From an optimization exercise on the open Yosys and OpenROAD flow, aimed at a short achievable clock period and few clock cycles per item; shortcuts taken in it are not production practice. The RTL was checked by simulation tests, not by an equivalence proof against the original design. Power is estimated from default activity; no workload was simulated.

<file path="design/flow/design.v">
package qls_pkg;
  localparam logic [2:0] ACT_ENABLE  = 3'd0;
  localparam logic [2:0] ACT_DISABLE = 3'd1;
  localparam logic [2:0] ACT_START   = 3'd2;
  localparam logic [2:0] ACT_STOP    = 3'd3;
  localparam logic [2:0] ACT_TICK    = 3'd4;
  localparam int QDEPTH = 2;
  typedef enum logic [2:0] {
    CMD_NONE,
    CMD_ENABLE,
    CMD_DISABLE,
    CMD_START,
    CMD_STOP_FAIL,
    CMD_STOP_OK,
    CMD_TICK
  } cmd_t;
  typedef struct packed {
    cmd_t        cmd;
    logic [31:0] byte_count;
  } cmd_word_t;
  typedef enum logic [1:0] {
    BST_IDLE,
    BST_MUL,
    BST_DIV_START,
    BST_DIV_WAIT
  } bst_t;
  typedef struct packed {
    logic        enabled;
    logic [31:0] query_total;
    logic [31:0] error_total;
    logic [31:0] bytes_least;
    logic [31:0] bytes_mean;
    logic [31:0] bytes_most;
    logic [31:0] millis_least;
    logic [31:0] millis_mean;
    logic [31:0] millis_most;
  } snap_t;
endpackage
module qls_div #(
  parameter int QW = 32
) (
  input  logic             clk,
  input  logic             rst_n,
  input  logic             start,
  input  logic [QW+32:0]   num,
  input  logic [32:0]      den,
  output logic             done,
  output logic [QW-1:0]    quot,
  output logic [32:0]      rem
);
  localparam int CNT_W = $clog2(QW + 1);
  logic             busy_r;
  logic             done_r;
  logic [CNT_W-1:0] cnt_r;
  logic [32:0]      rem_r;
  logic [QW-1:0]    quo_r;
  logic [32:0]      den_r;
  logic [33:0]      trial;
  logic [33:0]      diff;
  logic             ge;
  assign trial = {rem_r, quo_r[QW-1]};
  assign diff  = trial - {1'b0, den_r};
  assign ge    = (trial >= {1'b0, den_r});
  assign done  = done_r;
  assign quot  = quo_r;
  assign rem   = rem_r;
  always_ff @(posedge clk) begin
    if (!rst_n) begin
      busy_r <= 1'b0;
      done_r <= 1'b0;
      cnt_r  <= '0;
    end else begin
      done_r <= 1'b0;
      if (start) begin
        busy_r <= 1'b1;
        cnt_r  <= CNT_W'(QW);
      end else if (busy_r) begin
        cnt_r <= cnt_r - CNT_W'(1);
        if (cnt_r == CNT_W'(1)) begin
          busy_r <= 1'b0;
          done_r <= 1'b1;
        end
      end
    end
  end
  always_ff @(posedge clk) begin
    if (start) begin
      rem_r <= num[QW+32:QW];
      quo_r <= num[QW-1:0];
      den_r <= den;
    end else if (busy_r) begin
      rem_r <= ge ? diff[32:0] : trial[32:0];
      quo_r <= {quo_r[QW-2:0], ge};
    end
  end
endmodule
module qls_front (
  input  logic               clk,
  input  logic               rst_n,
  input  logic               in_valid,
  output logic               in_ready,
  input  logic [2:0]         in_action,
  input  logic [31:0]        in_byte_count,
  output logic               cmd_valid,
  output qls_pkg::cmd_word_t cmd_word,
  input  logic               cmd_pop
);
  localparam int PTR_W = $clog2(qls_pkg::QDEPTH);
  logic [34:0]        q_r [qls_pkg::QDEPTH];
  logic [PTR_W-1:0]   wr_ptr_r;
  logic [PTR_W-1:0]   rd_ptr_r;
  logic [PTR_W:0]     count_r;
  qls_pkg::cmd_word_t cls;
  logic               accept;
  assign in_ready    = (count_r != (PTR_W+1)'(qls_pkg::QDEPTH));
  assign accept      = in_valid && in_ready;
  assign cmd_valid   = (count_r != '0);
  assign cmd_word    = q_r[rd_ptr_r];
  always_comb begin
    cls.byte_count = in_byte_count;
    unique case (in_action)
      qls_pkg::ACT_ENABLE:  cls.cmd = qls_pkg::CMD_ENABLE;
      qls_pkg::ACT_DISABLE: cls.cmd = qls_pkg::CMD_DISABLE;
      qls_pkg::ACT_START:   cls.cmd = qls_pkg::CMD_START;
      qls_pkg::ACT_STOP:    cls.cmd = (in_byte_count == 32'd0) ? qls_pkg::CMD_STOP_FAIL
                                                                : qls_pkg::CMD_STOP_OK;
      qls_pkg::ACT_TICK:    cls.cmd = qls_pkg::CMD_TICK;
      default:              cls.cmd = qls_pkg::CMD_NONE;
    endcase
  end
  always_ff @(posedge clk) begin
    if (!rst_n) begin
      wr_ptr_r <= '0;
      rd_ptr_r <= '0;
      count_r  <= '0;
    end else begin
      if (accept) begin
        wr_ptr_r <= wr_ptr_r + PTR_W'(1);
      end
      if (cmd_pop) begin
        rd_ptr_r <= rd_ptr_r + PTR_W'(1);
      end
      if (accept && !cmd_pop) begin
        count_r <= count_r + (PTR_W+1)'(1);
      end else if (!accept && cmd_pop) begin
        count_r <= count_r - (PTR_W+1)'(1);
      end
    end
  end
  always_ff @(posedge clk) begin
    if (accept) begin
      q_r[wr_ptr_r] <= cls;
    end
  end
endmodule
module qls_back #(
  parameter int STAT_WIDTH = 32
) (
  input  logic               clk,
  input  logic               rst_n,
  input  logic               cmd_valid,
  input  qls_pkg::cmd_word_t cmd_word,
  output logic               cmd_pop,
  output logic               out_valid,
  input  logic               out_ready,
  output qls_pkg::snap_t     snap
);
  localparam int          SW         = STAT_WIDTH;
  localparam logic [31:0] BYTE_LIMIT = 32'((64'd1 << SW) - 64'd1);
  localparam logic        SEL_TIME   = 1'b0;
  localparam logic        SEL_BYTES  = 1'b1;
  qls_pkg::bst_t   state_r, state_nxt;
  logic            collecting_r;
  logic            open_r;
  logic [SW-1:0]   elapsed_r;
  logic [31:0]     succ_r;
  logic [31:0]     fail_r;
  logic [SW-1:0]   least_r [2];
  logic [SW-1:0]   mean_r  [2];
  logic [SW-1:0]   most_r  [2];
  logic [SW-1:0]   bval_r;
  logic            sel_r;
  logic [SW+31:0]  prod_r;
  logic            out_valid_r;
  logic            slot_free;
  logic            fold_go;
  logic            fold_done;
  logic            result_set;
  logic            div_start;
  logic            div_done;
  logic [SW+32:0]  div_num;
  logic [32:0]     div_den;
  logic [SW-1:0]   div_quot;
  logic [32:0]     div_rem;
  logic            round_up;
  logic [SW-1:0]   cur_val;
  logic [SW-1:0]   mean_new;
  logic [SW-1:0]   bsat;
  assign slot_free = !out_valid_r || out_ready;
  assign fold_go   = (cmd_word.cmd == qls_pkg::CMD_STOP_OK) && collecting_r && open_r;
  assign cur_val   = (sel_r == SEL_BYTES) ? bval_r : elapsed_r;
  assign div_num   = {1'b0, prod_r} + {33'd0, cur_val};
  assign div_den   = {1'b0, succ_r} + 33'd1;
  assign round_up  = ({div_rem, 1'b0} >= {1'b0, div_den});
  assign mean_new  = div_quot + SW'(round_up);
  assign bsat      = (cmd_word.byte_count > BYTE_LIMIT) ? '1 : cmd_word.byte_count[SW-1:0];
  qls_div #(.QW(SW)) u_div (
    .clk   (clk),
    .rst_n (rst_n),
    .start (div_start),
    .num   (div_num),
    .den   (div_den),
    .done  (div_done),
    .quot  (div_quot),
    .rem   (div_rem)
  );
  always_comb begin
    state_nxt = state_r;
    unique case (state_r)
      qls_pkg::BST_IDLE: begin
        if (cmd_valid && slot_free && fold_go) begin
          state_nxt = qls_pkg::BST_MUL;
        end
      end
      qls_pkg::BST_MUL:       state_nxt = qls_pkg::BST_DIV_START;
      qls_pkg::BST_DIV_START: state_nxt = qls_pkg::BST_DIV_WAIT;
      qls_pkg::BST_DIV_WAIT: begin
        if (div_done) begin
          state_nxt = (sel_r == SEL_TIME) ? qls_pkg::BST_MUL : qls_pkg::BST_IDLE;
        end
      end
      default:                state_nxt = qls_pkg::BST_IDLE;
    endcase
  end
  always_comb begin
    cmd_pop    = 1'b0;
    div_start  = 1'b0;
    fold_done  = 1'b0;
    unique case (state_r)
      qls_pkg::BST_IDLE:      cmd_pop   = cmd_valid && slot_free;
      qls_pkg::BST_DIV_START: div_start = 1'b1;
      qls_pkg::BST_DIV_WAIT:  fold_done = div_done;
      default: ;
    endcase
    result_set = (cmd_pop && !fold_go) || (fold_done && (sel_r == SEL_BYTES));
  end
  always_ff @(posedge clk) begin
    if (!rst_n) begin
      state_r      <= qls_pkg::BST_IDLE;
      collecting_r <= 1'b0;
      open_r       <= 1'b0;
      elapsed_r    <= '0;
      succ_r       <= '0;
      fail_r       <= '0;
      out_valid_r  <= 1'b0;
      for (int i = 0; i < 2; i++) begin
        least_r[i] <= '0;
        mean_r[i]  <= '0;
        most_r[i]  <= '0;
      end
    end else begin
      state_r <= state_nxt;
      if (result_set) begin
        out_valid_r <= 1'b1;
      end else if (out_ready) begin
        out_valid_r <= 1'b0;
      end
      if (cmd_pop) begin
        unique case (cmd_word.cmd)
          qls_pkg::CMD_ENABLE: begin
            if (!collecting_r) begin
              collecting_r <= 1'b1;
              succ_r       <= '0;
              fail_r       <= '0;
              for (int i = 0; i < 2; i++) begin
                least_r[i] <= '0;
                mean_r[i]  <= '0;
                most_r[i]  <= '0;
              end
            end
          end
          qls_pkg::CMD_DISABLE: collecting_r <= 1'b0;
          qls_pkg::CMD_START: begin
            if (collecting_r) begin
              open_r    <= 1'b1;
              elapsed_r <= '0;
            end
          end
          qls_pkg::CMD_STOP_FAIL: begin
            if (collecting_r && open_r) begin
              fail_r <= fail_r + 32'd1;
              open_r <= 1'b0;
            end
          end
          qls_pkg::CMD_STOP_OK: begin
            if (collecting_r && open_r) begin
              open_r <= 1'b0;
            end
          end
          qls_pkg::CMD_TICK: begin
            if (open_r && (elapsed_r != '1)) begin
              elapsed_r <= elapsed_r + SW'(1);
            end
          end
          default: ;
        endcase
      end
      if (fold_done) begin
        if ((least_r[sel_r] == '0) || (cur_val < least_r[sel_r])) begin
          least_r[sel_r] <= cur_val;
        end
        if (cur_val > most_r[sel_r]) begin
          most_r[sel_r] <= cur_val;
        end
        mean_r[sel_r] <= mean_new;
        if (sel_r == SEL_BYTES) begin
          succ_r <= succ_r + 32'd1;
        end
      end
    end
  end
  always_ff @(posedge clk) begin
    if (cmd_pop) begin
      bval_r <= bsat;
      sel_r  <= SEL_TIME;
    end else if (fold_done) begin
      sel_r  <= SEL_BYTES;
    end
    if (state_r == qls_pkg::BST_MUL) begin
      prod_r <= {{SW{1'b0}}, succ_r} * {32'd0, mean_r[sel_r]};
    end
  end
  assign out_valid          = out_valid_r;
  assign snap.enabled       = collecting_r;
  assign snap.query_total   = succ_r;
  assign snap.error_total   = fail_r;
  assign snap.bytes_least   = 32'(least_r[SEL_BYTES]);
  assign snap.bytes_mean    = 32'(mean_r[SEL_BYTES]);
  assign snap.bytes_most    = 32'(most_r[SEL_BYTES]);
  assign snap.millis_least  = 32'(least_r[SEL_TIME]);
  assign snap.millis_mean   = 32'(mean_r[SEL_TIME]);
  assign snap.millis_most   = 32'(most_r[SEL_TIME]);
endmodule
module query_latency_size_stats_top #(
  parameter int STAT_WIDTH = 32
) (
  input  logic        clk,
  input  logic        rst_n,
  input  logic        in_valid,
  output logic        in_ready,
  input  logic [2:0]  in_action,
  input  logic [31:0] in_byte_count,
  output logic        out_valid,
  input  logic        out_ready,
  output logic        out_enabled,
  output logic [31:0] out_query_total,
  output logic [31:0] out_error_total,
  output logic [31:0] out_bytes_least,
  output logic [31:0] out_bytes_mean,
  output logic [31:0] out_bytes_most,
  output logic [31:0] out_millis_least,
  output logic [31:0] out_millis_mean,
  output logic [31:0] out_millis_most
);
  logic               cmd_valid;
  logic               cmd_pop;
  qls_pkg::cmd_word_t cmd_word;
  qls_pkg::snap_t     snap;
  qls_front u_front (
    .clk           (clk),
    .rst_n         (rst_n),
    .in_valid      (in_valid),
    .in_ready      (in_ready),
    .in_action     (in_action),
    .in_byte_count (in_byte_count),
    .cmd_valid     (cmd_valid),
    .cmd_word      (cmd_word),
    .cmd_pop       (cmd_pop)
  );
  qls_back #(.STAT_WIDTH(STAT_WIDTH)) u_back (
    .clk       (clk),
    .rst_n     (rst_n),
    .cmd_valid (cmd_valid),
    .cmd_word  (cmd_word),
    .cmd_pop   (cmd_pop),
    .out_valid (out_valid),
    .out_ready (out_ready),
    .snap      (snap)
  );
  assign out_enabled      = snap.enabled;
  assign out_query_total  = snap.query_total;
  assign out_error_total  = snap.error_total;
  assign out_bytes_least  = snap.bytes_least;
  assign out_bytes_mean   = snap.bytes_mean;
  assign out_bytes_most   = snap.bytes_most;
  assign out_millis_least = snap.millis_least;
  assign out_millis_mean  = snap.millis_mean;
  assign out_millis_most  = snap.millis_most;
endmodule
</file>
<file path="design/flow/run.sh">
#!/bin/bash
# synth_recipe.tcl (not shown) runs the flow's synth.tcl, then flattens the netlist and writes it again
# the make line also repeats each setting of config.mk as NAME=value (left out here)
make -C /OpenROAD-flow-scripts/flow DESIGN_CONFIG=/design/flow/config.mk WORK_HOME=/design/flow/orfs CLKGATE_MAP_FILE= SYNTH_SCRIPT=/design/flow/synth_recipe.tcl finish
</file>
<file path="design/flow/config.mk">
export PLATFORM = sky130hd
export DESIGN_NAME = query_latency_size_stats_top
export DESIGN_NICKNAME = query_latency_size_stats_top
export VERILOG_FILES = /design/flow/design.v
export SDC_FILE = /design/flow/constraint.sdc
export NUM_CORES = 4
export LEC_CHECK = 0
export CAP_MARGIN = 20
export CORE_MARGIN = 2
export CORE_UTILIZATION = 40
export SLEW_MARGIN = 20
</file>
<file path="design/flow/constraint.sdc">
create_clock -name core_clock -period 10.0 [get_ports {clk}]
set_input_delay 2.0000 -clock core_clock [delete_from_list [all_inputs] [get_ports {clk}]]
set_output_delay 2.0000 -clock core_clock [all_outputs]
set_load 0.01 [all_outputs]
</file>
==> run summary <==
==> sequential cells by signal, summed over array words and instances (netlist names), 33 cells and up, named ones only <==
signal,flops
u_back.u_div.rem_r,33
u_back.most_r,64
u_back.least_r,64
u_back.u_div.den_r,33
u_back.prod_r,64
u_back.mean_r,64
u_front.q_r,70
==> final cells by class <==
type	instances	area [sq um]	share of cell area
antenna	5	12.5	0.000175
clock buffer	68	1550	0.0217
clock inverter	48	609	0.00852
inverter	1063	3990	0.0558
multi-input combinational	4574	42800	0.598
sequential	572	16000	0.224
tap	2072	2590	0.0362
timing repair buffer	427	3970	0.0556
==> report_power, final <==
| part | internal [mW] | switching [mW] |
|---|---|---|
| Sequential | 2.80 | 0.133 |
| Clock | 1.39 | 1.05 |
| Combinational | 0.293 | 0.505 |
| Total | 4.48 | 1.68 |
==> cell usage in the layout, fill, tap and decap left out, types with 113 or more instances in the layout <==
master           count
ha_1               433
o21ai_0            122
clkdlybuf4s50_1    297
xnor2_1            129
a21o_1             122
inv_1             1060
a21oi_1            211
dfxtp_1            113
fa_1               898
and2_1             513
nor2_1             426
edfxtp_1           456
buf_4              128
nand2_1            646
xor2_1             130
==> how the worst min path moves through the flow <==
stage	slack [ns]	endpoint
floorplan	0.45	u_back.u_div.cnt_r[0]
detailed placement	0.48	u_back.u_div.cnt_r[0]
CTS	0.49	u_back.u_div.cnt_r[0]
global placement	0.47	u_back.u_div.cnt_r[0]
global route	0.53	u_back.succ_r[12]
finish	0.48	u_back.u_div.cnt_r[0]
==> cell usage after synthesis (102+ instances only) <==
cell type and instances:
xnor2_1 129, inv_1 1060, edfxtp_1 456, nand2_1 648, fa_1 898, ha_1 435
o21ai_0 125, dfxtp_1 116, nor2_1 427, a21oi_1 211, nor2b_1 104, xor2_1 130
and2_1 513, a21o_1 122, clkbuf_1 315, mux2_2 102
==> worst max-delay path, cell delays in order, from the launching register on <==
cell,delay (ns)
dfxtp_4,0.58
buf_12,0.25
mux2i_4,0.31
buf_4,0.39
nor2b_1,0.13
fa_1,0.52
fa_1,0.53
inv_1,0.06
fa_1,0.50
fa_1,0.52
inv_1,0.05
fa_1,0.48
fa_1,0.54
fa_1,0.59
inv_1,0.07
fa_1,0.54
inv_1,0.05
ha_1,0.44
nand4_1,0.17
or4_1,0.57
a2111oi_1,0.61
a211oi_1,0.11
buf_4,0.21
a311oi_1,0.40
o21a_1,0.18
o21a_1,0.14
o221ai_1,0.14
xnor2_1,0.15
==> stage by stage <==
step | utilization | hold WS [ns] | cells | total power, mW | setup slack (ns)
finish | 0.451 | 0.483 | 8829 | 6.17 | 0.444
global route | 0.451 | 0.531 | 8824 | 6.37 | 0.0588
CTS | 0.451 | 0.487 | 8823 | 6.22 | 0.0477
detailed placement | 0.437 | 0.477 | 8707 | 3.78 | 0.0782
global placement | 0.437 | 0.467 | 8707 | 3.77 | 0.290
floorplan | - | 0.454 | 6550 | 3.33 | 0.964
==> timing repair <==
action | in CTS | in global routing
resized for setup | 0 | 1
hold endpoints to repair | 0 | 0
buffers inserted | 0 | 1
setup endpoints to repair | 0 | 3
==> layer usage <==
metal / track usage / wire length [um]
met5: 0 / 0
met1: 0.332 / 84500
met2: 0.397 / 92500
met4: 0.0851 / 7470
met3: 0.0379 / 12700
==> kinds of logic after synthesis <==
kind of cell | count (synthesis) | synth area share
compound gates | 709 | 0.0722
xor+xnor | 259 | 0.0355
fa+ha+maj | 1333 | 0.366
buf+inv | 1404 | 0.0828
flops | 572 | 0.250
mux | 184 | 0.0310
simple gates | 2089 | 0.162
==> results.json <==
{
  "status": "no timing/DRC/antenna violations",
  "grt_pass1_wl_um": 305000,
  "vias_per_cell": 5.32,
  "fin_crit_ns": 9.56,
  "path_max_fanout": 26,
  "areaGrowthSynthToFinish_pct": 11.9,
  "clockBufferDepth": 3,
  "path_class": "flip-flop to flip-flop",
  "hpwl_um": 156000,
  "hold_viol": 0,
  "synthArstFlopShare": 0,
  "synth_top_cell_area_share": 0.281,
  "r2r_cells": 27,
  "postRouteAntennaNets": 0,
  "syn_inst": 6550,
  "drv_cap": 0,
  "synthTopCellsByArea": "fa_1 28%, edfxtp_1 21%, ha_1 8.5%, inv_1 6.2%, and2_1 5.0%",
  "antenna_found_initial": 4,
  "synth_enable_flop_cells": 456,
  "slew_viol_final": 0,
  "clockRootBuffer": "clkbuf_16",
  "htree_levels": 2,
  "grt.total_usage": 0.244,
  "period_share": 0.956,
  "ys_seq_area_frac": 0.250,
  "synth_area_per_cell_sq_um": 9.76,
  "synth_ff_type": "edfxtp_1",
  "crit_required_ns": 10.40,
  "max_freq_ghz": 0.105,
  "hold_depth": 2,
  "clk_latency_ns": 0.68,
  "core_area_sq_um": 159000,
  "r2r-end": "u_back.prod_r[63]",
  "ys_warn_count": 3,
  "numPortBuffers": 297,
  "drt_iter0_markers": 3411,
  "nFillCells": 15168,
  "ioPinCount": 298,
  "drc": 0,
  "final_cell_area_sq_um": 71500,
  "hold_start": "u_back.u_div.cnt_r[0]",
  "cp-end-kind": "flip-flop",
  "synth_top_area_cell": "fa_1",
  "cellPowerDensity_nw_per_um2": 86.2,
  "leakage_nw": 31.7,
  "placed_cell_area_sq_um": 69300,
  "peakVddDrop_uv": 162,
  "die_y_um": 404,
  "gr-total-overflow": 0,
  "r2r_setup_slack_ns": 0.44,
  "fin_nets": 8071,
  "grt_max_degree": 76,
  "max_slew_margin": 0.244,
  "synthDistinctLibCells": 90,
  "layout-drive-gt1-share": 0.0578,
  "first_pass_iters": 6,
  "rsz0062_at_grt": "no",
  "setup-violations-final": 0,
  "cp-start-kind": "flip-flop",
  "syn_nets": 7922,
  "cts_inserted_buffers": 61,
  "drt_wl_total_um": 197000,
  "placementRows": 146,
  "die_area_sq_um": 163000,
  "crit_arrival_ns": 9.95,
  "place.gp.congestion": 0.952,
  "tightest_slew_ns": 1.13,
  "fin_setup_tns_ns": 0,
  "worst_hold_path_type": "flip-flop to flip-flop",
  "wire_per_inst_um": 22.3,
  "cts_hold_buf": 0,
  "fin_skew_ns": 0.0673,
  "netlist_area_sq_um": 63900,
  "routed-via-count": 46964,
  "clock_sinks": 572,
  "start_util": 0.403,
  "cts_tree": "yes",
  "cts.clk_slew.worst_paths_ns": 0.07,
  "grt_pass1_vias": 49286,
  "endpoint": "u_back.prod_r[63]",
  "yosys_register_bits": 572,
  "die_w_um": 404
}
Testbench counts, summed over its fixed seeds: cycles 180,234, items 30,830.

[re-timing with driven ports]
Ports are ideal in the flow. The routed layout listed here was re-timed in OpenROAD.
Step 1 assumes that a clkbuf_16 drives the clock port and a buf_2 every other input.
Step 2 adds t to the input delays and takes it off the output delays; t is the mean of the earliest and latest rising clock arrival at the registers after step 1. Input paths then give back, and output paths get back, about the clock's delay inside the block.
Slacks: ideal / step 1 / step 2; pairs: ideal / step 1.
shift t [ns]: 0.709
setup WS [ns]: 0.444 / 0.444 / 0.444
worst setup path at the end: register to register
clock arrival spread, ns: 0.068 / 0.068
worst register clock-pin slew, ns: 0.07 / 0.07
After both steps this run still meets setup and hold. For this run, drivers alone change the setup slack by 0.000 ns; drivers and shift together by 0.000 ns.
